Source: an optimization exercise on an open RTL-to-GDS flow (aim: small area). Production flows keep margins and buffers that such runs may drop.
The RTL was checked by simulation tests, not by an equivalence proof against the original design.
Power and IR drop assume default switching activity.

### constraint.sdc
create_clock -name core_clock -period 6.0 [get_ports {i_sysclk}]
set_input_delay 1.2000 -clock core_clock [delete_from_list [all_inputs] [get_ports {i_sysclk}]]
set_output_delay 1.2000 -clock core_clock [all_outputs]
set_load 0.01 [all_outputs]
### standard.sh
#!/bin/bash
# synth_recipe.tcl (not shown) runs the flow's synth.tcl, then flattens the netlist and writes it again
# the make line also repeats each setting of config.mk as NAME=value (left out here)
make -C /OpenROAD-flow-scripts/flow DESIGN_CONFIG=/design/flow/config.mk WORK_HOME=/design/flow/orfs CLKGATE_MAP_FILE= SYNTH_SCRIPT=/design/flow/synth_recipe.tcl "${@:-finish}"
### config.mk
export PLATFORM = sky130hd
export DESIGN_NAME = stick_top
export DESIGN_NICKNAME = stick_top
export VERILOG_FILES = /design/flow/design.v
export SDC_FILE = /design/flow/constraint.sdc
export NUM_CORES = 4
export LEC_CHECK = 0
export CAP_MARGIN = 20
export CORE_MARGIN = 2
export CORE_UTILIZATION = 65
export CTS_BUF_LIST = sky130_fd_sc_hd__clkbuf_8
export CTS_CLUSTER_DIAMETER = 45
export CTS_CLUSTER_SIZE = 16
export PLACE_DENSITY = 0.75
export SLEW_MARGIN = 20
### flow/run.sh
#!/bin/bash
# The standard layout, with each port buffered by the smallest buffer
# (sky130_fd_sc_hd__buf_1) in place of the delay buffer buffer_ports picks
# on its own. make's full output goes to finish.log in this folder; the tools'
# own logs are under orfs/logs/.
set -euo pipefail
bash standard.sh finish "BUFFER_PORTS_ARGS=-buffer_cell sky130_fd_sc_hd__buf_1" > finish.log 2>&1
### design.v
`timescale 1ns/1ps
`default_nettype none
module cmd_regs #(
	parameter int NUM_CH = 4
) (
	input  logic                  i_sysclk,
	input  logic                  i_phy_rst_n,
	input  logic                  i_cmd_valid,
	input  logic [31:0]           i_cmd,		 
	output logic                  o_sync_on,
	output logic [NUM_CH*85-1:0]  o_cfg,
	output logic [NUM_CH-1:0]     o_pdwn,
	output logic [2:0]            o_hv
);
	localparam logic [4:0] OP_ZND_DELAY  = 5'd1;
	localparam logic [4:0] OP_PULSE_W    = 5'd2;
	localparam logic [4:0] OP_DATA_DELAY = 5'd3;
	localparam logic [4:0] OP_SMAX       = 5'd4;
	localparam logic [4:0] OP_WORDS      = 5'd5;
	localparam logic [4:0] OP_OFFSET     = 5'd6;
	localparam logic [4:0] OP_POWER      = 5'd7;
	localparam logic [4:0] OP_SYNC       = 5'd16;
	logic [4:0]  op;
	logic [1:0]  ch;
	logic [23:0] arg;
	logic [23:0] arg_m1;	 
	logic [23:0] arg_neg;	 
	logic        nz24;		 
	logic        nz8;		 
	logic        cmd_set;
	assign op      = i_cmd[30:26];
	assign ch      = i_cmd[25:24];
	assign arg     = i_cmd[23:0];
	assign cmd_set = i_cmd_valid && i_cmd[31];
	logic [24:0] brw;
	assign brw[0] = 1'b1;
	for (genvar k = 0; k < 24; k++)
	begin : g_brw
		assign brw[k+1]  = brw[k] & !arg[k];
		assign arg_m1[k] = arg[k] ^ brw[k];
	end
	assign arg_neg = ~arg_m1;
	assign nz8     = !brw[8];
	assign nz24    = !brw[24];
	always_ff @(posedge i_sysclk or negedge i_phy_rst_n)
	begin
		if (!i_phy_rst_n)
		begin
			o_pdwn    <= '0;
			o_hv      <= '0;
			o_sync_on <= 1'b0;
		end
		else if (cmd_set)
		begin
			if (op == OP_POWER)
			begin
				o_pdwn <= arg[NUM_CH-1:0];
				o_hv   <= arg[4 +: 3];
			end
			if (op == OP_SYNC)
				o_sync_on <= arg[0];
		end
	end
	for (genvar i = 0; i < NUM_CH; i++)
	begin : g_ch
		logic sel;
		assign sel = cmd_set && (ch == 2'(i));
		always_ff @(posedge i_sysclk or negedge i_phy_rst_n)
		begin
			if (!i_phy_rst_n)
			begin
				o_cfg[i*85+60] <= 1'b0;
				o_cfg[i*85+51] <= 1'b0;
				o_cfg[i*85+26] <= 1'b0;
				o_cfg[i*85+17] <= 1'b0;
				o_cfg[i*85+8]  <= 1'b0;
				o_cfg[i*85+0 +: 8] <= '0;
			end
			else if (sel)
			begin
				if (op == OP_ZND_DELAY)  o_cfg[i*85+60] <= nz24;
				if (op == OP_PULSE_W)    o_cfg[i*85+51] <= nz8;
				if (op == OP_DATA_DELAY) o_cfg[i*85+26] <= nz24;
				if (op == OP_SMAX)       o_cfg[i*85+17] <= nz8;
				if (op == OP_WORDS)      o_cfg[i*85+8]  <= nz8;
				if (op == OP_OFFSET)     o_cfg[i*85+0 +: 8] <= arg[7:0];
			end
		end
		always_ff @(posedge i_sysclk)
		begin
			if (sel)
			begin
				if (op == OP_ZND_DELAY)  o_cfg[i*85+61 +: 24] <= arg_neg;
				if (op == OP_PULSE_W)    o_cfg[i*85+52 +: 8]  <= arg_neg[7:0];
				if (op == OP_DATA_DELAY) o_cfg[i*85+27 +: 24] <= arg_neg;
				if (op == OP_SMAX)       o_cfg[i*85+18 +: 8]  <= arg_m1[7:0];
				if (op == OP_WORDS)      o_cfg[i*85+9 +: 8]   <= arg_m1[7:0];
			end
		end
	end
endmodule
`default_nettype wire
`timescale 1ns/1ps
`default_nettype none
module sync_gen #(
	parameter int SYNC_BIT = 20	 
) (
	input  logic i_sysclk,
	input  logic i_phy_rst_n,
	input  logic i_sync_on,
	output logic o_msync_n,		 
	output logic o_sync_stb		 
);
	logic [SYNC_BIT:0] cnt_q;		 
	logic              msync_d;		 
	logic [SYNC_BIT+1:0] cry;		 
	assign cry[0] = 1'b1;
	for (genvar k = 0; k <= SYNC_BIT; k++)
	begin : g_cry
		assign cry[k+1] = cry[k] & cnt_q[k];
	end
	assign o_msync_n = i_sync_on ? cnt_q[SYNC_BIT] : 1'b1;
	always_ff @(posedge i_sysclk or negedge i_phy_rst_n)
	begin
		if (!i_phy_rst_n)
		begin
			cnt_q      <= '0;
			msync_d    <= 1'b1;
			o_sync_stb <= 1'b0;
		end
		else
		begin
			cnt_q      <= cnt_q ^ cry[SYNC_BIT:0];
			msync_d    <= o_msync_n;
			o_sync_stb <= msync_d & ~o_msync_n;	 
		end
	end
endmodule
`default_nettype wire
`timescale 1ns/1ps
`default_nettype none
module znd_chan (
	input  logic        i_sysclk,
	input  logic        i_phy_rst_n,
	input  logic        i_sync_stb,
	input  logic [84:0] i_cfg,		 
	input  logic        i_pdwn,		 
	output logic        o_imp_a,
	output logic        o_imp_b_n,
	output logic        o_imp_c,
	output logic        o_imp_d_n,
	output logic        o_enz_n
);
	logic [23:0] zd_n;		 
	logic        zd_nz;
	logic [7:0]  pw_n;		 
	logic        pw_nz;
	logic        wait_q;	 
	logic        pulse_q;	 
	logic [23:0] dly_q;		 
	logic [7:0]  wid_q;		 
	logic [24:0] dly_b;		 
	logic [8:0]  wid_b;		 
	assign zd_n  = i_cfg[84:61];
	assign zd_nz = i_cfg[60];
	assign pw_n  = i_cfg[59:52];
	assign pw_nz = i_cfg[51];
	assign dly_b[0] = 1'b1;
	for (genvar k = 0; k < 24; k++)
	begin : g_dly
		assign dly_b[k+1] = dly_b[k] & dly_q[k];
	end
	assign wid_b[0] = pulse_q;
	for (genvar k = 0; k < 8; k++)
	begin : g_wid
		assign wid_b[k+1] = wid_b[k] & wid_q[k];
	end
	always_ff @(posedge i_sysclk or negedge i_phy_rst_n)
	begin
		if (!i_phy_rst_n)
		begin
			wait_q  <= 1'b0;
			pulse_q <= 1'b0;
		end
		else if (i_pdwn || (i_sync_stb && !pw_nz))
		begin
			wait_q  <= 1'b0;
			pulse_q <= 1'b0;
		end
		else if (i_sync_stb)
		begin
			wait_q  <= zd_nz;
			pulse_q <= !zd_nz;
		end
		else if (wait_q)
		begin
			if (dly_b[24])	 
			begin
				wait_q  <= 1'b0;
				pulse_q <= 1'b1;
			end
		end
		else if (wid_b[8])	 
			pulse_q <= 1'b0;
	end
	always_ff @(posedge i_sysclk)
	begin
		if (i_sync_stb)
		begin
			dly_q <= zd_n;
			wid_q <= pw_n;
		end
		else
		begin
			dly_q <= dly_q ^ dly_b[23:0];
			wid_q <= wid_q ^ wid_b[7:0];
		end
	end
	assign o_imp_a   = pulse_q;
	assign o_imp_c   = pulse_q;
	assign o_imp_b_n = !pulse_q;
	assign o_imp_d_n = !pulse_q;
	assign o_enz_n   = !pulse_q;
endmodule
`default_nettype wire
`timescale 1ns/1ps
`default_nettype none
module acq_chan (
	input  logic        i_sysclk,
	input  logic        i_phy_rst_n,
	input  logic        i_sync_stb,
	input  logic [84:0] i_cfg,		 
	input  logic        i_pdwn,
	input  logic [11:0] i_adc,		 
	output logic        o_valid,	 
	output logic [19:0] o_word,		 
	output logic        o_cmpl,		 
	output logic        o_en,
	output logic        o_doffs,
	output logic        o_soffs_n
);
	logic [23:0] dd_n;		 
	logic        dd_nz;
	logic [7:0]  sm_m1;		 
	logic        sm_nz;
	logic [7:0]  wn_m1;		 
	logic        wn_nz;
	logic [7:0]  offset;
	logic        wait_q;	 
	logic        grp_q;		 
	logic [23:0] cnt_q;
	logic [24:0] cry;		 
	logic [23:0] cry_in;	 
	logic [7:0]  pos;		 
	logic [7:0]  wnum;		 
	logic [7:0]  wnum_inc;	 
	logic [11:0] max_q;		 
	logic [11:0] grp_max;	 
	logic [7:0]  offs;		 
	logic [11:0] diff;		 
	logic        neg;		 
	logic [12:0] gt;		 
	logic        lo_b;		 
	logic [4:0]  hi_b;		 
	logic        run_ok;
	logic        last_smp;
	logic        last_word;
	logic        fire;		 
	assign dd_n   = i_cfg[50:27];
	assign dd_nz  = i_cfg[26];
	assign sm_m1  = i_cfg[25:18];
	assign sm_nz  = i_cfg[17];
	assign wn_m1  = i_cfg[16:9];
	assign wn_nz  = i_cfg[8];
	assign offset = i_cfg[7:0];
	assign pos  = cnt_q[7:0];
	assign wnum = cnt_q[15:8];
	assign cry[0] = 1'b1;
	for (genvar k = 0; k < 24; k++)
	begin : g_cry
		if (k == 8)
		begin : g_mid
			assign cry_in[k] = (cry[k] && !grp_q) || o_valid;
		end
		else
		begin : g_std
			assign cry_in[k] = cry[k];
		end
		assign cry[k+1] = cry_in[k] && cnt_q[k];
	end
	assign wnum_inc = wnum ^ cry_in[15:8];
	assign gt[0] = 1'b0;
	for (genvar k = 0; k < 12; k++)
	begin : g_gt
		assign gt[k+1] = (i_adc[k] & !max_q[k]) | (i_adc[k] & gt[k]) | (!max_q[k] & gt[k]);
	end
	assign offs = last_smp ? offset : 8'd0;
	assign {lo_b, diff[7:0]} = {1'b0, grp_max[7:0]} - {1'b0, offs};
	assign hi_b[0] = lo_b;
	for (genvar k = 0; k < 4; k++)
	begin : g_hi
		assign diff[8+k]  = grp_max[8+k] ^ hi_b[k];
		assign hi_b[k+1] = hi_b[k] & !grp_max[8+k];
	end
	assign neg = hi_b[4];
	assign run_ok    = !i_pdwn && sm_nz && wn_nz;
	assign grp_max   = (pos == '0 || gt[12]) ? i_adc : max_q;	 
	assign last_smp  = (pos == sm_m1);
	assign last_word = (wnum_inc == wn_m1);
	assign fire      = run_ok && !i_sync_stb && grp_q && last_smp;
	always_ff @(posedge i_sysclk or negedge i_phy_rst_n)
	begin
		if (!i_phy_rst_n)
		begin
			wait_q  <= 1'b0;
			grp_q   <= 1'b0;
			o_valid <= 1'b0;
			o_cmpl  <= 1'b0;
		end
		else
		begin
			o_valid <= fire;
			o_cmpl  <= fire && last_word;
			if (!run_ok)
			begin
				wait_q <= 1'b0;
				grp_q  <= 1'b0;
			end
			else if (i_sync_stb)
			begin
				wait_q <= dd_nz;
				grp_q  <= !dd_nz;
			end
			else if (wait_q)
			begin
				if (cry[24])	 
				begin
					wait_q <= 1'b0;
					grp_q  <= 1'b1;
				end
			end
			else if (fire && last_word)
				grp_q <= 1'b0;
		end
	end
	always_ff @(posedge i_sysclk)
	begin
		if (i_sync_stb)	 
			cnt_q <= {dd_n[23:16], dd_nz ? dd_n[15:0] : 16'd0};
		else
		begin
			cnt_q[23:8] <= cnt_q[23:8] ^ cry_in[23:8];
			cnt_q[7:0]  <= (grp_q && last_smp) ? 8'd0 : (cnt_q[7:0] ^ cry_in[7:0]);
		end
		max_q <= neg ? 12'd0 : diff;	 
	end
	assign o_word    = {wnum, max_q};
	assign o_en      = grp_q;
	assign o_doffs   = wait_q;
	assign o_soffs_n = !wait_q;
endmodule
`default_nettype wire
`timescale 1ns/1ps
`default_nettype none
module stick_top #(
	parameter int NUM_CH   = 4,
	parameter int SYNC_BIT = 11
) (
	input  logic                     i_sysclk,
	input  logic                     i_phy_rst_n,
	input  logic                     i_cmd_valid,
	input  logic [31:0]              i_cmd,		 
	input  logic [NUM_CH*12-1:0]     i_adc,
	output logic                     o_msync_n,
	output logic [2:0]               o_hpwon,
	output logic [NUM_CH-1:0]        o_pdwn,
	output logic [NUM_CH-1:0]        o_phase_a,
	output logic [NUM_CH-1:0]        o_phase_b_n,
	output logic [NUM_CH-1:0]        o_phase_c,
	output logic [NUM_CH-1:0]        o_phase_d_n,
	output logic [NUM_CH-1:0]        o_nenz,
	output logic [NUM_CH-1:0]        o_acq_valid,
	output logic [NUM_CH-1:0]        o_acq_cmpl,
	output logic [NUM_CH-1:0]        o_en,
	output logic [NUM_CH-1:0]        o_doffs,
	output logic [NUM_CH-1:0]        o_soffs_n,
	output logic [NUM_CH*20-1:0]     o_acq_word	 
);
	logic [NUM_CH*85-1:0] cfg;		 
	logic                 sync_on;
	logic                 sync_stb;	 
	cmd_regs #(
		.NUM_CH(NUM_CH)
	) u_cmd_regs (
		.i_sysclk    (i_sysclk),
		.i_phy_rst_n (i_phy_rst_n),
		.i_cmd_valid (i_cmd_valid),
		.i_cmd       (i_cmd),
		.o_sync_on   (sync_on),
		.o_cfg       (cfg),
		.o_pdwn      (o_pdwn),
		.o_hv        (o_hpwon)
	);
	sync_gen #(
		.SYNC_BIT(SYNC_BIT)
	) u_sync_gen (
		.i_sysclk    (i_sysclk),
		.i_phy_rst_n (i_phy_rst_n),
		.i_sync_on   (sync_on),
		.o_msync_n   (o_msync_n),
		.o_sync_stb  (sync_stb)
	);
	for (genvar g = 0; g < NUM_CH; g++)
	begin : g_ch
		znd_chan u_znd (
			.i_sysclk    (i_sysclk),
			.i_phy_rst_n (i_phy_rst_n),
			.i_sync_stb  (sync_stb),
			.i_cfg       (cfg[g*85 +: 85]),
			.i_pdwn      (o_pdwn[g]),
			.o_imp_a     (o_phase_a[g]),
			.o_imp_b_n   (o_phase_b_n[g]),
			.o_imp_c     (o_phase_c[g]),
			.o_imp_d_n   (o_phase_d_n[g]),
			.o_enz_n     (o_nenz[g])
		);
		acq_chan u_acq (
			.i_sysclk    (i_sysclk),
			.i_phy_rst_n (i_phy_rst_n),
			.i_sync_stb  (sync_stb),
			.i_cfg       (cfg[g*85 +: 85]),
			.i_pdwn      (o_pdwn[g]),
			.i_adc       (i_adc[g*12 +: 12]),
			.o_valid     (o_acq_valid[g]),
			.o_word      (o_acq_word[g*20 +: 20]),
			.o_cmpl      (o_acq_cmpl[g]),
			.o_en        (o_en[g]),
			.o_doffs     (o_doffs[g]),
			.o_soffs_n   (o_soffs_n[g])
		);
	end
endmodule
`default_nettype wire
==> flow_metrics.env, run 1 <==
export IMPL_status="finished clean"
export IMPL_synth_seq_area_share_pct=58.4
export IMPL_final_nets=2698
export IMPL_ys_ff_latch=658
export IMPL_drtPass1Iterations=5
export IMPL_cts_sinks=658
export IMPL_fin_cells=2949
export IMPL_critPathMaxFanout=8
export IMPL_yosysMostFrequentCell="ha_1"
export IMPL_tritoncts="built"
export IMPL_cts_made_buffers=61
export IMPL_timing_rr_start="g_ch[0].u_znd.dly_q[0]"
export IMPL_cp_start_kind="input port"
export IMPL_setup_viol=0
export IMPL_fp_dieW_microns=213
export IMPL_finalCritPeriodShare_pct=94.9
export IMPL_utilization_pct=71.6
export IMPL_clk_path_buf_depth=3
export IMPL_cap_viol_max_count=0
export IMPL_clock_root_buffer="clkbuf_8"
export IMPL_grt_pass1_wl_mm=89.6
export IMPL_slew_headroom_pct=31.6
export IMPL_syn_num_nets=2508
export IMPL_antenna_found_initial=0
export IMPL_syn_cell_area_sq_um=28300
export IMPL_grt_max_degree=81
export IMPL_r2r_end="g_ch[0].u_znd.pulse_q"
export IMPL_drive_gt1_share_pct=16.2
export IMPL_crit_type="in2reg"
export IMPL_power_mw=12.7
export IMPL_viasPerCell=5.65
export IMPL_startpoint="i_cmd[0]"
export IMPL_synth_distinct_cells=65
export IMPL_post_place_ws_ns=-0.442
export IMPL_cts_clk_slew_worst_paths_ns=0.09
export IMPL_core_sq_um=43100
export IMPL_fmax_mhz=176
export IMPL_final_max_slew_viol_count=0
export IMPL_clock_skew_ns=0.0275
export IMPL_yosys_area_top_type="edfxtp_1"
export IMPL_grt_usage_pct=26.3
export IMPL_min_period_ns=5.69
export IMPL_power_density_nw_per_um2=412
export IMPL_insertion_delay_ns=0.69
export IMPL_ioPinCount=211
export IMPL_place_inst=2832
export IMPL_synth_common_cells="ha_1 (301), edfxtp_1 (288), dfxtp_1 (272)"
export IMPL_vias=16700
export IMPL_peakVddDrop_v=0.000319
export IMPL_required_ns=6.40
export IMPL_synth_warnings=4
export IMPL_drc=0
export IMPL_dp_hpwl_mm=41.0
export IMPL_hold_viol_final=0
export IMPL_postCtsSetupBuffers=0
export IMPL_synth_edf_count=288
export IMPL_worstRegToRegCells=26
export IMPL_gp_congestion=0.867
export IMPL_die_h_microns=213
export IMPL_wl_per_cell_microns=19.8
export IMPL_synth_top_area_share_pct=30.5
export IMPL_htreeDepth=2
export IMPL_syn_area_per_cell_sq_um=13.4
export IMPL_tightestPinTransition_ns=1.02
export IMPL_finalWirelength_mm=58.5
export IMPL_synthesis_instances=2120
export IMPL_p_leak_nw=13.1
export IMPL_dieArea_sq_um=45200
export IMPL_synthArstFlopShare_pct=14.9
export IMPL_crit_arrival_ns=6.09
export IMPL_tns_ns=0
export IMPL_min_path_type="in2async"
export IMPL_end_kind="register"
export IMPL_io_buffers=210
export IMPL_grt_ovfl_total=0
export IMPL_reg2reg_slack_ns=0.37
export IMPL_initial_core_util_pct=65.7
export IMPL_drt_first_iter_violations=1129
export IMPL_rsz0062_at_grt="no"
export IMPL_worstSetupEndpoint="u_cmd_regs.o_cfg[84]"
export IMPL_fin_ws_ns=0.307
export IMPL_yosys_most_used_dff="edfxtp_1"
export IMPL_ant_nets=0
export IMPL_postCtsHoldBufs=0
export IMPL_grt_pass1_vias=16600
export IMPL_area_delta_synth_final_pct=8.90
export IMPL_rows=76
export IMPL_synth_area_leaders="edfxtp_1 (31%), dfxtp_1 (19%), ha_1 (13%), dfrtp_1 (8.6%), mux2_2 (8.3%)"
export IMPL_cts_resized=0
## cells by family after synthesis
| group | after synthesis | synth area share, % |
|---|---|---|
| flip-flops | 658 | 58.4 |
| AND/OR/NAND/NOR | 344 | 5.77 |
| adder cells (fa/ha/maj) | 317 | 14.0 |
| buffers and inverters | 252 | 4.40 |
| AO/OA/AOI/OAI | 234 | 5.58 |
| multiplexers | 230 | 9.15 |
| XOR/XNOR | 85 | 2.63 |
## cell usage in the layout (no fill, tap or decap), drive strengths merged, types with 8 or more instances in the layout
cell type / instances
and2: 8
nor3: 16
a21o: 19
nand4: 9
maj3: 12
clkbuf: 67
nand3b: 9
nor2b: 24
edfxtp: 288
ha: 301
nor4: 13
a21oi: 54
inv: 159
nor2: 121
xnor2: 48
mux2i: 14
xor2: 37
dfxtp: 272
buf: 247
clkinv: 9
o21ai: 59
dfrtp: 97
nand2b: 26
nand2: 91
mux2: 216
a22o: 42
## area by class of cell
cell class	instances	area [sq um]
flip-flops and latches	658	16600
diodes	1	2.50
fillers	2985	12200
multi-input cells	1210	10600
well taps	585	732
clock inverters	51	518
repair buffers	249	1090
inverters	130	488
clock buffers	65	895
## layer usage
metal	GRT usage [%]	vias up	part of all wire, %
met4	7.26	0	2.2
met1	36.9	8175	44
met3	5.27	87	7.3
met5	0	-	0
li1	-	7874	-
met2	42.2	536	46
## registers in the layout (all words and copies together) (netlist names)
register               cells
u_cmd_regs.o_cfg         340
g_ch.u_acq.cnt_q          96
g_ch.u_znd.dly_q          96
g_ch.u_acq.max_q          48
g_ch.u_znd.wid_q          32
u_sync_gen.cnt_q          12
g_ch.u_acq.grp_q           4
g_ch.u_acq.o_cmpl          4
g_ch.u_acq.o_valid         4
g_ch.u_acq.wait_q          4
g_ch.u_znd.pulse_q         4
g_ch.u_znd.wait_q          4
u_cmd_regs.o_pdwn          4
u_cmd_regs.o_hv            3
u_cmd_regs.o_sync_on       1
u_sync_gen.msync_d         1
u_sync_gen.o_sync_stb      1
## where the power goes
group	switching, mW	internal [mW]	leakage [nW]
Clock	1.61	1.38	0.753
Combinational	1.77	1.92	6.16
Sequential	0.473	5.56	6.20
Total	3.85	8.86	13.1
## through the flow
stage                     hold WS, ns  instance area [sq um]
after floorplan                 0.401                  28300
after global placement          0.414                  29400
after detailed placement        0.427                  29400
after CTS                       0.399                  30800
after global routing            0.410                  30800
final                           0.423                  30800
## how the worst min path moves through the flow
stage	end	start	slack, ns	cells after the start
6_report	u_sync_gen.cnt_q[1]	i_phy_rst_n	0.42	1
5_1_grt	u_sync_gen.cnt_q[0]	i_phy_rst_n	0.41	1
4_1_cts	u_sync_gen.cnt_q[1]	i_phy_rst_n	0.40	1
3_5_place_dp	u_sync_gen.cnt_q[0]	u_sync_gen.cnt_q[0]	0.43	1
3_3_place_gp	u_sync_gen.cnt_q[0]	u_sync_gen.cnt_q[0]	0.41	1
2_1_floorplan	u_sync_gen.cnt_q[0]	u_sync_gen.cnt_q[0]	0.40	1
## worst max-delay path, stage by stage
cell      delay [ns]
clkbuf_2        0.17
inv_1           0.08
ha_1            0.20
ha_1            0.19
ha_1            0.19
ha_1            0.18
ha_1            0.18
ha_1            0.19
ha_1            0.25
ha_1            0.21
ha_1            0.18
ha_1            0.23
ha_1            0.21
ha_1            0.18
ha_1            0.18
ha_1            0.19
ha_1            0.18
ha_1            0.18
ha_1            0.20
ha_1            0.19
ha_1            0.18
ha_1            0.18
ha_1            0.20
ha_1            0.20
ha_1            0.39
==> run 2: changes to the inputs <==
--- a/config.mk
+++ b/config.mk
@@ -9,7 +9,7 @@
 export CORE_MARGIN = 2
 export CORE_UTILIZATION = 65
 export CTS_BUF_LIST = sky130_fd_sc_hd__clkbuf_8
-export CTS_CLUSTER_DIAMETER = 45
-export CTS_CLUSTER_SIZE = 16
+export CTS_CLUSTER_DIAMETER = 50
+export CTS_CLUSTER_SIZE = 20
 export PLACE_DENSITY = 0.75
 export SLEW_MARGIN = 20
==> run 2 against run 1 <==
Compared with the run above:
- count of clock-buffer cells in the layout is 13 lower
- largest cell class unchanged
- non-clock buffer count stayed put
- still clean on timing, DRC and antenna
- critical path type unchanged
- highest routed layer unchanged
- register-to-register slack worse by 0.02 ns
- critical endpoint is now u_cmd_regs.o_cfg[254]
==> flow_metrics.env, run 2 <==
export IMPL_reg_top3="u_cmd_regs.o_cfg x340, g_ch.u_acq.cnt_q x96, g_ch.u_znd.dly_q x96"
export IMPL_end_kind="register"
export IMPL_hold_viol_final=0
export IMPL_crit_type="in2reg"
export IMPL_fmax_mhz=177
export IMPL_synth_area_leaders="edfxtp_1 (31%), dfxtp_1 (19%), ha_1 (13%), dfrtp_1 (8.6%), mux2_2 (8.3%)"
export IMPL_ys_ff_latch=658
export IMPL_synthesis_instances=2120
export IMPL_viasPerCell=5.68
export IMPL_gp_congestion=0.867
export IMPL_power_density_nw_per_um2=405
export IMPL_startpoint="i_cmd[0]"
export IMPL_reg2reg_slack_ns=0.35
export IMPL_grt_ovfl_total=0
export IMPL_r2r_end="g_ch[0].u_znd.pulse_q"
export IMPL_drt_first_iter_violations=1204
export IMPL_cp_start_kind="input port"
export IMPL_rsz0062_at_grt="no"
export IMPL_synth_warnings=4
export IMPL_final_common_cell="ha_1"
export IMPL_syn_area_per_cell_sq_um=13.4
export IMPL_tightestPinTransition_ns=1.01
export IMPL_required_ns=6.40
export IMPL_fin_ws_ns=0.337
export IMPL_fp_dieW_microns=213
export IMPL_clk_path_buf_depth=3
export IMPL_ioPinCount=211
export IMPL_holdWs_ns=0.435
export IMPL_slew_headroom_pct=32.7
export IMPL_worstRegToRegCells=26
export IMPL_rows=76
export IMPL_cp_num_buf_inv=2
export IMPL_min_path_type="in2async"
export IMPL_cpPeakStageDelay_ns=0.38
export IMPL_cpMostUsedCell="ha_1"
export IMPL_postCtsSetupBuffers=0
export IMPL_die_h_microns=213
export IMPL_yosys_area_top_type="edfxtp_1"
export IMPL_synthArstFlopShare_pct=14.9
export IMPL_drc=0
export IMPL_finalCritPeriodShare_pct=94.4
export IMPL_area_delta_synth_final_pct=8.02
export IMPL_gr_usage_met3_pct=5.24
export IMPL_critPathMaxFanout=8
export IMPL_synth_edf_count=288
export IMPL_crit_cells=25
export IMPL_use_met2_pct=42.1
export IMPL_grt_busiest_layer="met2"
export IMPL_largest_reg_flops=340
export IMPL_synth_seq_area_share_pct=58.4
export IMPL_cts_clk_slew_worst_paths_ns=0.12
export IMPL_syn_cell_area_sq_um=28300
export IMPL_core_sq_um=43100
export IMPL_drive_gt1_share_pct=15.5
export IMPL_worstSetupEndpoint="u_cmd_regs.o_cfg[254]"
export IMPL_yosysMostFrequentCell="ha_1"
export IMPL_critical_path_top_delay_family="adder cells"
export IMPL_cts_made_buffers=50
export IMPL_ant_nets=0
export IMPL_htreeDepth=2
export IMPL_dp_hpwl_mm=41.0
export IMPL_insertion_delay_ns=0.67
export IMPL_wl_per_cell_microns=19.9
export IMPL_final_nets=2687
export IMPL_io_buffers=210
export IMPL_peakVddDrop_v=0.000396
export IMPL_grt_usage_pct=26.3
export IMPL_tritoncts="built"
export IMPL_crit_arrival_ns=6.07
export IMPL_min_period_ns=5.66
export IMPL_syn_num_nets=2508
export IMPL_synth_distinct_cells=65
export IMPL_grt_max_degree=81
export IMPL_p_leak_nw=13.0
export IMPL_post_place_ws_ns=-0.442
export IMPL_timing_rr_start="g_ch[0].u_znd.dly_q[0]"
export IMPL_grt_pass1_wl_mm=89.4
export IMPL_synth_common_cells="ha_1 (301), edfxtp_1 (288), dfxtp_1 (272)"
export IMPL_synth_top_area_share_pct=30.5
export IMPL_fillers=3017
export IMPL_cp_slowest_cell="ha_1"
export IMPL_grt_pass1_vias=16500
export IMPL_finalWirelength_mm=58.3
export IMPL_initial_core_util_pct=65.7
export IMPL_top_register="u_cmd_regs.o_cfg"
export IMPL_status="finished clean"
export IMPL_dieArea_sq_um=45200
export IMPL_power_mw=12.4
export IMPL_setup_viol=0
export IMPL_yosys_most_used_dff="edfxtp_1"
export IMPL_final_cell_mix="ha_1 (301), edfxtp_1 (288), dfxtp_1 (272)"
export IMPL_antenna_found_initial=0
export IMPL_clock_skew_ns=0.0351
export IMPL_cts_sinks=658
export IMPL_final_max_slew_viol_count=0
export IMPL_cap_viol_max_count=0
export IMPL_clock_root_buffer="clkbuf_8"
export IMPL_grt_use_met1_pct=36.9
export IMPL_drtPass1Iterations=5
export IMPL_tns_ns=0
export IMPL_vias=16600
run 2: layout make-up:
| type | instances | area [sq um] | share of cell area, % |
|---|---|---|---|
| clock buffer | 52 | 716 | 2.34 |
| multi-input combinational | 1210 | 10600 | 34.5 |
| clock inverter | 40 | 447 | 1.46 |
| antenna | 1 | 2.50 | 0.00818 |
| timing repair buffer | 249 | 1090 | 3.56 |
| tap | 585 | 732 | 2.39 |
| sequential | 658 | 16600 | 54.1 |
| inverter | 130 | 488 | 1.60 |
run 2: layer usage:
layer	wire [microns]	up-vias
met5	0	-
met1	25500	8180
met4	1410	0
li1	-	7846
met3	4420	86
met2	27000	499
run 2: report_power, final:
group | switching [mW] | internal [mW]
Clock | 1.58 | 1.07
Combinational | 1.77 | 1.92
Sequential | 0.474 | 5.56
Total | 3.82 | 8.55
run 2: kinds of logic after synthesis:
kind of cell             Yosys count  share of synthesized area [%]
AO/OA/AOI/OAI                    234                           5.58
multiplexers                     230                           9.15
flip-flops                       658                           58.4
adder cells (fa/ha/maj)          317                           14.0
XOR/XNOR                          85                           2.63
AND/OR/NAND/NOR                  344                           5.77
buffers and inverters            252                           4.40
run 2: worst reg2reg max path: cells and delay by family, from the launching register on:
kind | cells | cell delay, ns
AOI/OAI and AO/OA | 2 | 0.35
DFF | 1 | 0.33
adders and majority gates | 23 | 4.84
and+or+nand+nor | 1 | 0.03
run 2: how the worst min path moves through the flow:
stage                              from             endpoint  slack [ns]  cells past startpoint
floorplan           u_sync_gen.cnt_q[0]  u_sync_gen.cnt_q[0]        0.40                      1
global placement    u_sync_gen.cnt_q[0]  u_sync_gen.cnt_q[0]        0.41                      1
detailed placement  u_sync_gen.cnt_q[0]  u_sync_gen.cnt_q[0]        0.43                      1
CTS                         i_phy_rst_n  u_sync_gen.cnt_q[0]        0.40                      1
global route                i_phy_rst_n  u_sync_gen.cnt_q[0]        0.41                      1
finish                      i_phy_rst_n  u_sync_gen.cnt_q[5]        0.43                      1
run 2: through the flow:
| step | cell area (sq um) | std cells | util (%) |
|---|---|---|---|
| 2_1_floorplan | 28300 | 2120 | - |
| 3_3_place_gp | 29400 | 2832 | 68.3 |
| 3_5_place_dp | 29400 | 2832 | 68.3 |
| 4_1_cts | 30600 | 2924 | 71.0 |
| 5_1_grt | 30600 | 2924 | 71.0 |
| 6_report | 30600 | 2925 | 71.0 |
run 2: repair_timing:
action / in CTS / in global routing
setup endpoints to repair: 0 / 23
hold endpoints to repair: 0 / 0
gates resized for setup: 0 / 2
hold buffers: 0 / 0
==> run 3: changes to the inputs <==
--- a/config.mk
+++ b/config.mk
@@ -7,9 +7,8 @@
 export LEC_CHECK = 0
 export CAP_MARGIN = 20
 export CORE_MARGIN = 2
-export CORE_UTILIZATION = 65
+export CORE_UTILIZATION = 50
 export CTS_BUF_LIST = sky130_fd_sc_hd__clkbuf_8
-export CTS_CLUSTER_DIAMETER = 50
-export CTS_CLUSTER_SIZE = 20
-export PLACE_DENSITY = 0.75
+export CTS_CLUSTER_DIAMETER = 60
+export CTS_CLUSTER_SIZE = 16
 export SLEW_MARGIN = 20
==> run 3 against run 2 <==
Compared with the run above:
- utilization shrank 16 points
- via count shrank 1.3%
- clock skew shrank 0.011 ns
- sequential share of layout area shrank 0.17 points
- critical path depth grew 1
- final area grew 0.32%
- register-to-register slack gained 0.03 ns
- critical path type unchanged
==> flow_metrics.env, run 3 <==
export IMPL_status="finished clean"
export IMPL_slew_headroom_pct=32.6
export IMPL_synth_warnings=4
export IMPL_postCtsHoldBufs=0
export IMPL_viasPerCell=5.29
export IMPL_rsz0062_at_grt="no"
export IMPL_finalCritPeriodShare_pct=95.5
export IMPL_clock_root_buffer="clkbuf_8"
export IMPL_dp_hpwl_mm=43.6
export IMPL_drt_first_iter_violations=1053
export IMPL_ioPinCount=211
export IMPL_synth_seq_area_share_pct=58.4
export IMPL_power_density_nw_per_um2=396
export IMPL_cp_start_kind="input port"
export IMPL_gp_congestion=0.843
export IMPL_cts_sinks=658
export IMPL_clk_path_buf_depth=3
export IMPL_dieArea_sq_um=58500
export IMPL_clock_skew_ns=0.0244
export IMPL_htreeDepth=2
export IMPL_yosys_area_top_type="edfxtp_1"
export IMPL_final_common_cell="ha_1"
export IMPL_p_leak_nw=13.0
export IMPL_fmax_mhz=175
export IMPL_grt_usage_pct=21.0
export IMPL_rows=87
export IMPL_io_buffers=210
export IMPL_final_max_slew_viol_count=0
export IMPL_synthArstFlopShare_pct=14.9
export IMPL_yosys_most_used_dff="edfxtp_1"
export IMPL_grt_ovfl_total=0
export IMPL_tightestPinTransition_ns=1.01
export IMPL_tns_ns=0
export IMPL_cts_clk_slew_worst_paths_ns=0.09
export IMPL_final_cell_mix="ha_1 (301), edfxtp_1 (288), dfxtp_1 (272)"
export IMPL_ys_ff_latch=658
export IMPL_synth_area_leaders="edfxtp_1 (31%), dfxtp_1 (19%), ha_1 (13%), dfrtp_1 (8.6%), mux2_2 (8.3%)"
export IMPL_vias=16400
export IMPL_finalWirelength_mm=61.3
export IMPL_setup_viol=0
export IMPL_end_kind="register"
export IMPL_syn_cell_area_sq_um=28300
export IMPL_drtPass1Iterations=5
export IMPL_dpl_instance_area_sq_um=29700
export IMPL_hold_viol_final=0
export IMPL_utilization_pct=54.6
export IMPL_final_cell_area_sq_um=30700
export IMPL_top_register="u_cmd_regs.o_cfg"
export IMPL_insertion_delay_ns=0.67
export IMPL_synthesis_instances=2120
export IMPL_yosysMostFrequentCell="ha_1"
export IMPL_largest_reg_flops=340
export IMPL_cts_made_buffers=50
export IMPL_ant_nets=0
export IMPL_antenna_found_initial=7
export IMPL_crit_arrival_ns=6.11
export IMPL_initial_core_util_pct=50.4
export IMPL_required_ns=6.38
export IMPL_fp_dieW_microns=242
export IMPL_synth_edf_count=288
export IMPL_grt_pass1_wl_mm=94.4
export IMPL_crit_type="in2reg"
export IMPL_core_sq_um=56200
export IMPL_cap_viol_max_count=0
export IMPL_critPathMaxFanout=8
export IMPL_synth_top_area_share_pct=30.5
export IMPL_synth_common_cells="ha_1 (301), edfxtp_1 (288), dfxtp_1 (272)"
export IMPL_area_delta_synth_final_pct=8.36
export IMPL_reg_top3="u_cmd_regs.o_cfg x340, g_ch.u_acq.cnt_q x96, g_ch.u_znd.dly_q x96"
export IMPL_die_h_microns=242
export IMPL_syn_area_per_cell_sq_um=13.4
export IMPL_peakVddDrop_v=0.000265
export IMPL_min_period_ns=5.73
export IMPL_min_path_type="reg2reg"
export IMPL_drive_gt1_share_pct=14.9
export IMPL_synth_distinct_cells=65
export IMPL_final_nets=2690
export IMPL_grt_pass1_vias=16400
export IMPL_drc=0
export IMPL_grt_max_degree=63
export IMPL_syn_num_nets=2508
export IMPL_wl_per_cell_microns=19.8
export IMPL_tritoncts="built"
## run 3: path summary, 6_finish.rpt
check / start / to / slack, ns / cells after the start
hold reg to reg: u_sync_gen.cnt_q[0] / u_sync_gen.cnt_q[0] / 0.43 / 1
max in group asynchronous: i_phy_rst_n / u_cmd_regs.o_cfg[86] / 4.20 / 2
hold / removal: u_sync_gen.cnt_q[0] / u_sync_gen.cnt_q[0] / 0.43 / 1
setup reg to reg: g_ch[0].u_znd.dly_q[0] / g_ch[0].u_znd.pulse_q / 0.38 / 26
setup / recovery: i_cmd[0] / u_cmd_regs.o_cfg[50] / 0.27 / 26
min in group asynchronous: i_phy_rst_n / u_sync_gen.cnt_q[1] / 0.60 / 1
## run 3: layer usage
| metal | GRT usage, % | share of wire [%] | up-vias |
|---|---|---|---|
| met3 | 3.00 | 5.0 | 82 |
| met5 | 0 | 0 | - |
| met2 | 33.6 | 46 | 384 |
| li1 | - | - | 7850 |
| met4 | 6.15 | 2.5 | 0 |
| met1 | 30.0 | 47 | 8078 |
## run 3: critical path, cell delays in order
cell and delay [ns]:
buf_1 0.09, buf_4 0.16, inv_1 0.07, ha_1 0.19, ha_1 0.18, ha_1 0.18, ha_1 0.18, ha_1 0.18
ha_1 0.18, ha_1 0.30, ha_1 0.23, ha_1 0.18, ha_1 0.18, ha_1 0.18, ha_1 0.18, ha_1 0.18
ha_1 0.18, ha_1 0.18, ha_1 0.18, ha_1 0.18, ha_1 0.19, ha_1 0.19, ha_1 0.20, ha_1 0.19
ha_1 0.19, ha_1 0.38
## run 3: final cells by class
cell class / count / area, sq um
Multi-Input combinational cell: 1210 / 10600
Fill cell: 4808 / 25500
Inverter: 130 / 488
Tap cell: 756 / 946
Antenna cell: 1 / 2.50
Timing Repair Buffer: 252 / 1120
Clock inverter: 34 / 235
Sequential cell: 658 / 16600
Clock buffer: 57 / 785
## run 3: where the power goes
| group | switching, mW | internal (mW) |
|---|---|---|
| clock | 1.45 | 1.01 |
| combinational | 1.73 | 1.91 |
| sequential | 0.474 | 5.56 |
| total | 3.65 | 8.49 |
## run 3: cell families (layout without fill, tap and decap cells)
| kind of cell | Yosys count | count (layout) | synth area share (%) |
|---|---|---|---|
| simple gates | 344 | 344 | 5.77 |
| flops | 658 | 658 | 58.4 |
| xor+xnor | 85 | 85 | 2.63 |
| compound gates | 234 | 234 | 5.58 |
| fa+ha+maj | 317 | 317 | 14.0 |
| other cells | 0 | 1 | 0 |
| buf+inv | 252 | 473 | 4.40 |
| mux | 230 | 230 | 9.15 |
## run 3: timing repair
item / in CTS / in global routing
buffers inserted: 0 / 0
gates resized for setup: 0 / 1
endpoints found under the setup margin: 0 / 1
## run 3: per-stage QoR
stage	total power [mW]	hold WS (ns)	setup WS [ns]	cells
6_report	12.1	0.430	0.270	3098
5_1_grt	13.0	0.450	0.0302	3098
4_1_cts	12.3	0.441	0.236	3097
3_5_place_dp	9.84	0.426	-0.416	3006
3_3_place_gp	9.63	0.413	-0.353	3006
2_1_floorplan	8.87	0.401	0.209	2120
==> run 4: changes to the inputs <==
==> config.mk (replaced) <==
export PLATFORM = sky130hd
export DESIGN_NAME = stick_top
export DESIGN_NICKNAME = stick_top
export VERILOG_FILES = /design/flow/design.v
export SDC_FILE = /design/flow/constraint.sdc
export NUM_CORES = 4
export LEC_CHECK = 0
export CAP_MARGIN = 5
export CORE_MARGIN = 2
export CORE_UTILIZATION = 40
export CTS_BUF_LIST = sky130_fd_sc_hd__clkbuf_8
export CTS_CLUSTER_DIAMETER = 60
export CTS_CLUSTER_SIZE = 16
export SLEW_MARGIN = 5
==> run 4 against run 3 <==
Compared with the run above:
- die area is 25% higher
- sequential power hardly changed
- first-iteration DRC count is 21% lower
- synthesized cell count stayed put
- count of clock-buffer cells in the layout is 2 higher
- sequential share of layout area is 0.52 points lower
- setup slack better by 0.060 ns
- synthesized area stayed put
- register-to-register slack hardly changed
- worst hold slack hardly changed
- non-clock buffer count is 1 higher
- clock skew is 0.018 ns higher
- critical path type unchanged
- critical endpoint is now u_cmd_regs.o_cfg[339]
- highest routed layer unchanged
==> flow_metrics.env, run 4 <==
export IMPL_cts_resized=0
export IMPL_fp_dieW_microns=270
export IMPL_crit_type="in2reg"
export IMPL_final_cell_mix="ha_1 (301), edfxtp_1 (288), dfxtp_1 (272)"
export IMPL_clock_skew_ns=0.0428
export IMPL_min_path_type="reg2reg"
export IMPL_cts_sinks=658
export IMPL_p_clk_share_pct=20.6
export IMPL_grt_usage_pct=17.5
export IMPL_grt_max_degree=84
export IMPL_holdWs_ns=0.429
export IMPL_syn_area_per_cell_sq_um=13.4
export IMPL_ioPinCount=211
export IMPL_fin_ws_ns=0.330
export IMPL_required_ns=6.37
export IMPL_grt_pass1_vias=16700
export IMPL_intPower_mw=8.54
export IMPL_p_sw_share_pct=30.3
export IMPL_ys_ff_latch=658
export IMPL_startpoint="i_cmd[0]"
export IMPL_synth_top_area_share_pct=30.5
export IMPL_synth_common_cells="ha_1 (301), edfxtp_1 (288), dfxtp_1 (272)"
export IMPL_hold_viol_final=0
export IMPL_slew_headroom_pct=31.6
export IMPL_p_leak_nw=13.0
export IMPL_gp_congestion=0.848
export IMPL_dieArea_sq_um=72900
export IMPL_synthArstFlopShare_pct=14.9
export IMPL_utilization_pct=44.2
export IMPL_tritoncts="built"
export IMPL_reg2reg_slack_ns=0.39
export IMPL_p_seq_share_pct=49.4
export IMPL_clk_path_buf_depth=3
export IMPL_timing_rr_start="g_ch[0].u_znd.dly_q[0]"
export IMPL_synth_distinct_cells=65
export IMPL_synth_warnings=4
export IMPL_min_period_ns=5.67
export IMPL_whs_path_depth=1
export IMPL_drt_first_iter_violations=829
export IMPL_wl_per_cell_microns=19.5
export IMPL_drive_gt1_share_pct=14.9
export IMPL_largest_reg_flops=340
export IMPL_insertion_delay_ns=0.67
export IMPL_setup_viol=0
export IMPL_r2r_end="g_ch[0].u_znd.pulse_q"
export IMPL_cp_start_kind="input port"
export IMPL_power_switching_mw=3.71
export IMPL_dp_hpwl_mm=46.0
export IMPL_rsz0062_at_grt="no"
export IMPL_drc=0
export IMPL_final_common_cell="ha_1"
export IMPL_rows=97
export IMPL_synth_seq_area_share_pct=58.4
export IMPL_cts_made_buffers=51
export IMPL_top_register="u_cmd_regs.o_cfg"
export IMPL_antenna_found_initial=4
export IMPL_syn_cell_area_sq_um=28300
export IMPL_grt_ovfl_total=0
export IMPL_area_delta_synth_final_pct=9.42
export IMPL_grt_pass1_wl_mm=97.9
export IMPL_fmax_mhz=176
export IMPL_io_buffers=210
export IMPL_ant_nets=0
export IMPL_tightestPinTransition_ns=1.02
export IMPL_synth_area_leaders="edfxtp_1 (31%), dfxtp_1 (19%), ha_1 (13%), dfrtp_1 (8.6%), mux2_2 (8.3%)"
export IMPL_worst_hold_startpoint="u_sync_gen.cnt_q[0]"
export IMPL_power_density_nw_per_um2=395
export IMPL_initial_core_util_pct=40.4
export IMPL_viasPerCell=5.01
export IMPL_clock_root_buffer="clkbuf_8"
export IMPL_finalWirelength_mm=64.1
export IMPL_cap_viol_max_count=0
export IMPL_yosys_most_used_dff="edfxtp_1"
export IMPL_yosys_area_top_type="edfxtp_1"
export IMPL_critPathMaxFanout=8
export IMPL_peakVddDrop_v=0.000173
export IMPL_worstRegToRegCells=26
export IMPL_cts_clk_slew_worst_paths_ns=0.10
export IMPL_synth_edf_count=288
export IMPL_power_mw=12.2
export IMPL_final_nets=2692
export IMPL_postCtsSetupBuffers=0
export IMPL_hold_path_end="u_sync_gen.cnt_q[0]"
export IMPL_crit_arrival_ns=6.04
export IMPL_tns_ns=0
export IMPL_die_h_microns=270
export IMPL_drtPass1Iterations=5
export IMPL_status="finished clean"
export IMPL_core_sq_um=70000
export IMPL_reg_top3="u_cmd_regs.o_cfg x340, g_ch.u_acq.cnt_q x96, g_ch.u_znd.dly_q x96"
export IMPL_post_place_ws_ns=-0.358
export IMPL_finalCritPeriodShare_pct=94.5
export IMPL_final_max_slew_viol_count=0
export IMPL_yosysMostFrequentCell="ha_1"
export IMPL_htreeDepth=2
export IMPL_synthesis_instances=2120
export IMPL_postCtsHoldBufs=0
export IMPL_vias=16500
export IMPL_combPwrFrac_pct=30.0
export IMPL_syn_num_nets=2508
export IMPL_end_kind="register"
run 4: per-stage QoR:
stage                     cells  area [sq um]
after floorplan            2120         28300
after global placement     3191         29900
after detailed placement   3191         29900
after CTS                  3286         31000
after global routing       3288         31000
final                      3289         31000
run 4: worst max path at each step:
stage,depth (start not counted),to
floorplan,26,g_ch[0].u_acq.max_q[2]
global placement,26,u_cmd_regs.o_cfg[169]
detailed placement,26,u_cmd_regs.o_cfg[169]
CTS,26,g_ch[0].u_znd.pulse_q
global route,26,g_ch[0].u_znd.pulse_q
finish,26,u_cmd_regs.o_cfg[339]
run 4: final cells by class:
type,instances,area (sq um)
repair buffers,253,1140
multi-input cells,1210,10600
flip-flops and latches,658,16600
fillers,6311,39000
diodes,3,7.51
inverters,130,488
clock inverters,36,254
well taps,940,1180
clock buffers,59,812
run 4: cell families after synthesis:
kind of cell / Yosys count / synth area share (%)
compound gates: 234 / 5.58
xor+xnor: 85 / 2.63
fa+ha+maj: 317 / 14.0
buf+inv: 252 / 4.40
flops: 658 / 58.4
mux: 230 / 9.15
simple gates: 344 / 5.77
run 4: worst max-delay path, stage by stage:
cell and delay, ns:
buf_1 0.07, buf_4 0.14, inv_1 0.07, ha_1 0.19, ha_1 0.17, ha_1 0.18
ha_1 0.18, ha_1 0.18, ha_1 0.18, ha_1 0.23, ha_1 0.25, ha_1 0.20
ha_1 0.18, ha_1 0.18, ha_1 0.18, ha_1 0.18, ha_1 0.18, ha_1 0.18
ha_1 0.18, ha_1 0.18, ha_1 0.18, ha_1 0.19, ha_1 0.18, ha_1 0.20
ha_1 0.19, ha_1 0.38
run 4: power groups by stage:
stage / Sequential [mW] / Combinational, mW / Clock, mW
finish: 6.06 / 3.67 / 2.52
global route: 6.15 / 4.21 / 2.77
CTS: 6.07 / 3.74 / 2.61
detailed placement: 6.17 / 3.71 / 0
global placement: 6.12 / 3.51 / 0
floorplan: 6.08 / 2.79 / 0
run 4: metal layers:
metal	part of all wire (%)	vias to the layer above	global-route usage, %
met5	0	-	0
met4	1.9	0	4.11
met3	4.8	74	3.22
met2	48	320	29.3
met1	45	8234	23.4
li1	-	7857	-
==> run 5: changes to the inputs <==
--- a/design.v
+++ b/design.v
@@ -123,17 +123,14 @@
 	always_ff @(posedge i_sysclk or negedge i_phy_rst_n)
 	begin
 		if (!i_phy_rst_n)
-		begin
-			cnt_q      <= '0;
-			msync_d    <= 1'b1;
-			o_sync_stb <= 1'b0;
-		end
+			cnt_q <= '0;
 		else
-		begin
-			cnt_q      <= cnt_q ^ cry[SYNC_BIT:0];
-			msync_d    <= o_msync_n;
-			o_sync_stb <= msync_d & ~o_msync_n;	 
-		end
+			cnt_q <= cnt_q ^ cry[SYNC_BIT:0];
+	end
+	always_ff @(posedge i_sysclk)
+	begin
+		msync_d    <= o_msync_n;
+		o_sync_stb <= msync_d & ~o_msync_n;	 
 	end
 endmodule
 `default_nettype wire
@@ -315,12 +312,10 @@
 			wait_q  <= 1'b0;
 			grp_q   <= 1'b0;
 			o_valid <= 1'b0;
-			o_cmpl  <= 1'b0;
 		end
 		else
 		begin
 			o_valid <= fire;
-			o_cmpl  <= fire && last_word;
 			if (!run_ok)
 			begin
 				wait_q <= 1'b0;
@@ -354,6 +349,7 @@
 		end
 		max_q <= neg ? 12'd0 : diff;	 
 	end
+	assign o_cmpl    = o_valid && !grp_q;
 	assign o_word    = {wnum, max_q};
 	assign o_en      = grp_q;
 	assign o_doffs   = wait_q;
--- a/config.mk
+++ b/config.mk
@@ -5,10 +5,10 @@
 export SDC_FILE = /design/flow/constraint.sdc
 export NUM_CORES = 4
 export LEC_CHECK = 0
-export CAP_MARGIN = 5
+export CAP_MARGIN = 20
 export CORE_MARGIN = 2
-export CORE_UTILIZATION = 40
+export CORE_UTILIZATION = 50
 export CTS_BUF_LIST = sky130_fd_sc_hd__clkbuf_8
 export CTS_CLUSTER_DIAMETER = 60
 export CTS_CLUSTER_SIZE = 16
-export SLEW_MARGIN = 5
+export SLEW_MARGIN = 20
==> run 5 against run 4 <==
Compared with the run above:
- synthesized cell count grew 4.9%
- largest power group unchanged
- final cell count shrank 3.1%
- final area shrank 0.99%
- critical endpoint is now u_cmd_regs.o_cfg[169]
- worst hold slack gained 0.0060 ns
- largest cell class unchanged
- global-route usage grew 4.1 points
- via count grew 1.7%
- still clean on timing, DRC and antenna
==> flow_metrics.env, run 5 <==
export IMPL_status="finished clean"
export IMPL_grt_pass1_vias=16900
export IMPL_setup_viol=0
export IMPL_vias=16800
export IMPL_syn_cell_area_sq_um=28500
export IMPL_fp_dieW_microns=243
export IMPL_drive_gt1_share_pct=12.9
export IMPL_insertion_delay_ns=0.69
export IMPL_startpoint="i_cmd[0]"
export IMPL_reg2reg_slack_ns=0.34
export IMPL_final_common_cell="ha_1"
export IMPL_end_kind="register"
export IMPL_ys_ff_latch=654
export IMPL_postCtsHoldBufs=0
export IMPL_p_leak_nw=12.7
export IMPL_grt_ovfl_total=0
export IMPL_peakVddDrop_v=0.000222
export IMPL_ant_nets=0
export IMPL_yosys_most_used_dff="edfxtp_1"
export IMPL_synth_seq_area_share_pct=57.8
export IMPL_drtPass1Iterations=5
export IMPL_rsz0062_at_grt="no"
export IMPL_final_cell_mix="ha_1 (301), edfxtp_1 (288), dfxtp_1 (273)"
export IMPL_min_period_ns=5.78
export IMPL_gp_congestion=0.832
export IMPL_dieArea_sq_um=58800
export IMPL_power_mw=12.3
export IMPL_crit_cells=26
export IMPL_clk_path_buf_depth=3
export IMPL_cap_viol_max_count=0
export IMPL_cpPeakStageDelay_ns=0.38
export IMPL_final_max_slew_viol_count=0
export IMPL_multi_input_area_sq_um=10700
export IMPL_synth_top_area_share_pct=30.4
export IMPL_cpMostUsedCell="ha_1"
export IMPL_fmax_mhz=173
export IMPL_syn_area_per_cell_sq_um=12.8
export IMPL_grt_pass1_wl_mm=97.1
export IMPL_worstSetupEndpoint="u_cmd_regs.o_cfg[169]"
export IMPL_cts_sinks=654
export IMPL_drc=0
export IMPL_synth_common_cells="ha_1 (301), edfxtp_1 (288), dfxtp_1 (274)"
export IMPL_synthArstFlopShare_pct=14.1
export IMPL_io_buffers=210
export IMPL_final_nets=2776
export IMPL_largest_reg_flops=340
export IMPL_holdWs_ns=0.435
export IMPL_yosysMostFrequentCell="ha_1"
export IMPL_critical_path_top_delay_family="adder cells"
export IMPL_yosys_area_top_type="edfxtp_1"
export IMPL_place_inst=3091
export IMPL_die_h_microns=243
export IMPL_cts_resized=0
export IMPL_top_register="u_cmd_regs.o_cfg"
export IMPL_r2r_end="g_ch[0].u_acq.grp_q"
export IMPL_area_delta_synth_final_pct=7.79
export IMPL_clock_root_buffer="clkbuf_8"
export IMPL_timing_rr_start="g_ch[0].u_acq.cnt_q[0]"
export IMPL_core_sq_um=56300
export IMPL_dpl_instance_area_sq_um=29700
export IMPL_postCtsSetupBuffers=0
export IMPL_synth_warnings=4
export IMPL_power_density_nw_per_um2=400
export IMPL_clock_skew_ns=0.0185
export IMPL_cp_start_kind="input port"
export IMPL_crit_type="in2reg"
export IMPL_dp_hpwl_mm=44.0
export IMPL_crit_arrival_ns=6.17
export IMPL_seqCellArea_sq_um=16400
export IMPL_slew_headroom_pct=29.5
export IMPL_worstRegToRegCells=28
export IMPL_initial_core_util_pct=50.6
export IMPL_cp_num_buf_inv=3
export IMPL_drt_first_iter_violations=1128
export IMPL_finalCritPeriodShare_pct=96.3
export IMPL_syn_num_nets=2611
export IMPL_fin_cells=3186
export IMPL_synth_distinct_cells=64
export IMPL_ioPinCount=211
export IMPL_wl_per_cell_microns=19.9
export IMPL_tritoncts="built"
export IMPL_htreeDepth=2
export IMPL_cts_made_buffers=51
export IMPL_finalWirelength_mm=63.3
export IMPL_synth_edf_count=288
export IMPL_rows=87
export IMPL_antenna_found_initial=1
export IMPL_critPathMaxFanout=8
export IMPL_reg_top3="u_cmd_regs.o_cfg x340, g_ch.u_acq.cnt_q x96, g_ch.u_znd.dly_q x96"
export IMPL_cp_slowest_cell="ha_1"
export IMPL_required_ns=6.40
export IMPL_final_cell_area_sq_um=30700
export IMPL_synth_area_leaders="edfxtp_1 (30%), dfxtp_1 (19%), ha_1 (13%), dfrtp_1 (8.1%), mux2_2 (7.5%)"
export IMPL_grt_max_degree=162
export IMPL_grt_usage_pct=21.6
export IMPL_fillers=4837
export IMPL_viasPerCell=5.26
export IMPL_synthesis_instances=2223
export IMPL_hold_viol_final=0
export IMPL_cts_clk_slew_worst_paths_ns=0.10
export IMPL_min_path_type="reg2reg"
export IMPL_tightestPinTransition_ns=1.06
[run 5: cell types whose count changed after synthesis, moves of 10 or more]
cell	previous run	this run
nand2_1	91	129
nand3_1	7	40
xor2_1	37	5
xnor2_1	48	74
o21ai_0	56	78
mux2_2	209	189
inv_1	130	146
clkbuf_1	36	50
a22o_1	42	32
[run 5: through the flow]
step                      util [%]  TNS [ns]  worst slack (ns)
after detailed placement      52.8    -10.21            -0.493
after global routing          54.5         0            0.0125
after floorplan                  -         0             0.202
final                         54.5         0             0.224
after global placement        52.8     -9.25            -0.448
after CTS                     54.5         0             0.247
[run 5: power breakdown]
group | total, mW | internal [mW] | switching (mW)
combinational | 3.86 | 1.95 | 1.92
sequential | 6.01 | 5.54 | 0.475
clock | 2.38 | 0.893 | 1.49
[run 5: logic make-up (layout without fill, tap and decap cells)]
kind of cell,Yosys count,count (layout),share of synthesized area (%)
flip-flops,654,654,57.8
AND/OR/NAND/NOR,431,431,7.16
adder cells (fa/ha/maj),323,323,14.2
buffers and inverters,282,488,4.82
AO/OA/AOI/OAI,250,250,5.65
multiplexers,204,204,8.02
XOR/XNOR,79,79,2.43
other,0,1,0
[run 5: per-layer routing]
layer	global-route usage, %	wire length [microns]
met3	2.66	2480
met2	37.3	31000
met5	0	0
met4	6.44	1620
met1	28.7	28200
[run 5: worst min path at each step]
stage | slack [ns] | start | cells past startpoint | end
floorplan | 0.39 | u_sync_gen.msync_d | 2 | u_sync_gen.o_sync_stb
global placement | 0.41 | u_sync_gen.cnt_q[0] | 1 | u_sync_gen.cnt_q[0]
detailed placement | 0.41 | u_sync_gen.msync_d | 2 | u_sync_gen.o_sync_stb
CTS | 0.44 | u_sync_gen.cnt_q[0] | 1 | u_sync_gen.cnt_q[0]
global route | 0.45 | u_sync_gen.cnt_q[0] | 1 | u_sync_gen.cnt_q[0]
finish | 0.44 | u_sync_gen.cnt_q[0] | 1 | u_sync_gen.cnt_q[0]
[run 5: final cells by class]
class	count	share of cell area [%]
inverter	146	1.79
clock buffer	53	2.38
timing repair buffer	248	3.55
tap	756	3.08
antenna	1	0.00816
clock inverter	41	0.783
multi-input combinational	1287	34.8
sequential	654	53.6
==> run 6: changes to the inputs <==
--- a/config.mk
+++ b/config.mk
@@ -7,7 +7,7 @@
 export LEC_CHECK = 0
 export CAP_MARGIN = 20
 export CORE_MARGIN = 2
-export CORE_UTILIZATION = 50
+export CORE_UTILIZATION = 58
 export CTS_BUF_LIST = sky130_fd_sc_hd__clkbuf_8
 export CTS_CLUSTER_DIAMETER = 60
 export CTS_CLUSTER_SIZE = 16
==> run 6 against run 5 <==
Compared with the run above:
- synthesized area unchanged
- combinational power about the same
- register-to-register slack improved by 0.07 ns
- largest cell class unchanged
==> flow_metrics.env, run 6 <==
export IMPL_status="finished clean"
export IMPL_synth_warnings=4
export IMPL_syn_num_nets=2611
export IMPL_drc=0
export IMPL_final_cell_mix="ha_1 (301), edfxtp_1 (288), dfxtp_1 (273)"
export IMPL_grt_pass1_wl_mm=93.7
export IMPL_finalWirelength_mm=61.6
export IMPL_fmax_mhz=174
export IMPL_yosys_most_used_dff="edfxtp_1"
export IMPL_yosysMostFrequentCell="ha_1"
export IMPL_dp_hpwl_mm=42.9
export IMPL_setup_viol=0
export IMPL_grt_ovfl_total=0
export IMPL_htreeDepth=2
export IMPL_clock_root_buffer="clkbuf_8"
export IMPL_synth_edf_count=288
export IMPL_largest_reg_flops=340
export IMPL_drtPass1Iterations=8
export IMPL_fp_dieW_microns=226
export IMPL_wl_per_cell_microns=20.2
export IMPL_cp_start_kind="input port"
export IMPL_synth_seq_area_share_pct=57.8
export IMPL_antenna_found_initial=2
export IMPL_viasPerCell=5.48
export IMPL_reg_top3="u_cmd_regs.o_cfg x340, g_ch.u_acq.cnt_q x96, g_ch.u_znd.dly_q x96"
export IMPL_die_h_microns=226
export IMPL_tns_ns=0
export IMPL_min_period_ns=5.75
export IMPL_yosys_area_top_type="edfxtp_1"
export IMPL_power_density_nw_per_um2=397
export IMPL_rows=81
export IMPL_synth_top_area_share_pct=30.4
export IMPL_clk_path_buf_depth=3
export IMPL_startpoint="i_cmd[0]"
export IMPL_final_max_slew_viol_count=0
export IMPL_grt_max_degree=143
export IMPL_cts_resized=0
export IMPL_insertion_delay_ns=0.68
export IMPL_postCtsHoldBufs=0
export IMPL_n_antenna_cell=0
export IMPL_grt_usage_pct=24.6
export IMPL_p_seq_share_pct=49.8
export IMPL_top_register="u_cmd_regs.o_cfg"
export IMPL_syn_area_per_cell_sq_um=12.8
export IMPL_initial_core_util_pct=58.5
export IMPL_peakVddDrop_v=0.000256
export IMPL_vias=16700
export IMPL_ys_ff_latch=654
export IMPL_critPathMaxFanout=5
export IMPL_r2r_end="g_ch[0].u_acq.grp_q"
export IMPL_power_switching_mw=3.81
export IMPL_cts_sinks=654
export IMPL_synth_area_leaders="edfxtp_1 (30%), dfxtp_1 (19%), ha_1 (13%), dfrtp_1 (8.1%), mux2_2 (7.5%)"
export IMPL_final_nets=2772
export IMPL_postCtsSetupBuffers=0
export IMPL_synthArstFlopShare_pct=14.1
export IMPL_dieArea_sq_um=50900
export IMPL_gp_congestion=0.813
export IMPL_clock_skew_ns=0.0330
export IMPL_power_mw=12.1
export IMPL_whs_path_depth=2
export IMPL_crit_type="in2reg"
export IMPL_place_inst=2955
export IMPL_worstRegToRegCells=28
export IMPL_worstSetupEndpoint="u_cmd_regs.o_cfg[196]"
export IMPL_slew_headroom_pct=34.7
export IMPL_end_kind="register"
export IMPL_ioPinCount=211
export IMPL_finalCritPeriodShare_pct=95.8
export IMPL_synthesis_instances=2223
export IMPL_drive_gt1_share_pct=12.6
export IMPL_tightestPinTransition_ns=0.979
export IMPL_crit_arrival_ns=6.35
export IMPL_final_common_cell="ha_1"
export IMPL_grt_pass1_vias=16500
export IMPL_min_path_type="reg2reg"
export IMPL_timing_rr_start="g_ch[0].u_acq.cnt_q[1]"
export IMPL_hold_viol_final=0
export IMPL_required_ns=6.60
export IMPL_intPower_mw=8.28
export IMPL_p_sw_share_pct=31.5
export IMPL_ant_nets=0
export IMPL_p_clk_share_pct=18.6
export IMPL_cts_clk_slew_worst_paths_ns=0.10
export IMPL_syn_cell_area_sq_um=28500
export IMPL_cts_made_buffers=49
export IMPL_core_sq_um=48600
export IMPL_drt_first_iter_violations=936
export IMPL_cap_viol_max_count=0
export IMPL_rsz0062_at_grt="no"
export IMPL_io_buffers=210
export IMPL_tritoncts="built"
export IMPL_synth_distinct_cells=64
export IMPL_area_delta_synth_final_pct=6.88
export IMPL_fin_cells=3046
export IMPL_combPwrFrac_pct=31.6
export IMPL_synth_common_cells="ha_1 (301), edfxtp_1 (288), dfxtp_1 (274)"
export IMPL_reg2reg_slack_ns=0.41
export IMPL_p_leak_nw=12.7
==> run 6: how the worst min path moves through the flow <==
stage,start,endpoint
3_3_place_gp,u_sync_gen.msync_d,u_sync_gen.o_sync_stb
3_5_place_dp,u_sync_gen.msync_d,u_sync_gen.o_sync_stb
6_report,u_sync_gen.msync_d,u_sync_gen.o_sync_stb
2_1_floorplan,u_sync_gen.msync_d,u_sync_gen.o_sync_stb
5_1_grt,u_sync_gen.msync_d,u_sync_gen.o_sync_stb
4_1_cts,u_sync_gen.msync_d,u_sync_gen.o_sync_stb
==> run 6: power by group through the flow <==
stage	clock, mW	combinational, mW	sequential [mW]
floorplan	0	2.96	6.07
global placement	0	3.69	6.08
detailed placement	0	3.86	6.13
CTS	2.33	3.87	6.02
global route	2.48	4.41	6.12
finish	2.25	3.83	6.02
==> run 6: through the flow <==
step	cell area (sq um)	setup slack, ns	hold slack, ns	utilization (%)
after floorplan	28500	0.202	0.394	-
after global placement	29500	-0.432	0.391	60.7
after detailed placement	29500	-0.480	0.394	60.7
after CTS	30400	0.265	0.404	62.5
after global routing	30400	0.0795	0.449	62.5
final	30400	0.251	0.403	62.5
==> run 6: critical path, cell delays in order <==
cell	delay, ns
buf_1	0.08
buf_4	0.15
inv_1	0.13
ha_1	0.23
ha_1	0.18
ha_1	0.17
ha_1	0.18
ha_1	0.18
ha_1	0.18
ha_1	0.31
ha_1	0.24
ha_1	0.18
ha_1	0.18
ha_1	0.18
ha_1	0.18
ha_1	0.18
ha_1	0.18
ha_1	0.18
ha_1	0.17
ha_1	0.18
ha_1	0.17
ha_1	0.18
ha_1	0.19
ha_1	0.18
ha_1	0.20
ha_1	0.27
buf_4	0.18
a21oi_1	0.14
==> run 6: logic make-up after synthesis <==
group	Yosys count	synth area share, %
flops	654	57.8
simple gates	431	7.16
fa+ha+maj	323	14.2
buf+inv	282	4.82
compound gates	250	5.65
mux	204	8.02
xor+xnor	79	2.43
==> run 6: routing by layer <==
| metal | global-route usage [%] | wire length, microns | vias to the layer above |
|---|---|---|---|
| met5 | 0 | 0 | - |
| met4 | 8.95 | 2130 | 0 |
| met3 | 3.01 | 2490 | 100 |
| met2 | 42.0 | 30000 | 330 |
| met1 | 32.4 | 27000 | 8115 |
| li1 | - | - | 8135 |
==> run 6: layout make-up <==
class	count	area (sq um)
Fill cell	3862	18200
Sequential cell	654	16400
Multi-Input combinational cell	1287	10700
Timing Repair Buffer	246	1070
Tap cell	622	778
Clock buffer	51	702
Inverter	146	548
Clock inverter	40	194

[port drivers added, routing unchanged]
The flow's constraints put no driver on any port. The routed layouts listed below were extracted and timed again, unchanged, in two steps. Step 1, drivers: a clkbuf_16 drives i_sysclk and a buf_2 each remaining input, both assumed. Step 2 moves the port delays by t, midway between the first and last clock arrival at a register: inputs arrive t later, outputs are due t later. That takes back most of the time a late clock gives input paths. a / b / c = ideal ports / drivers / drivers and shift; a / b = the first two.
run | shift t [ns] | setup slack, ns | hold WS [ns] | worst setup path at the end | worst slew at a driven data input, ns
run 1 | 0.726 | 0.307 / 0.334 / -0.392 | 0.423 / 0.398 / 0.439 | input to register | 0.06
run 2 | 0.708 | 0.337 / 0.352 / -0.343 | 0.435 / 0.408 / 0.439 | input to register | 0.06
run 3 | 0.720 | 0.270 / 0.309 / -0.411 | 0.430 / 0.430 / 0.430 | input to register | 0.07
run 4 | 0.712 | 0.330 / 0.357 / -0.355 | 0.429 / 0.429 / 0.429 | input to register | 0.07
run 5 | 0.738 | 0.224 / 0.228 / -0.510 | 0.435 / 0.435 / 0.435 | input to register | 0.06
run 6 | 0.712 | 0.251 / 0.268 / -0.443 | 0.403 / 0.403 / 0.403 | input to register | 0.06
Met with ideal ports but missed after step 2: setup timing in every run listed. For run 5, which loses most, drivers alone change the setup slack by +0.004 ns; drivers and shift together by -0.734 ns.
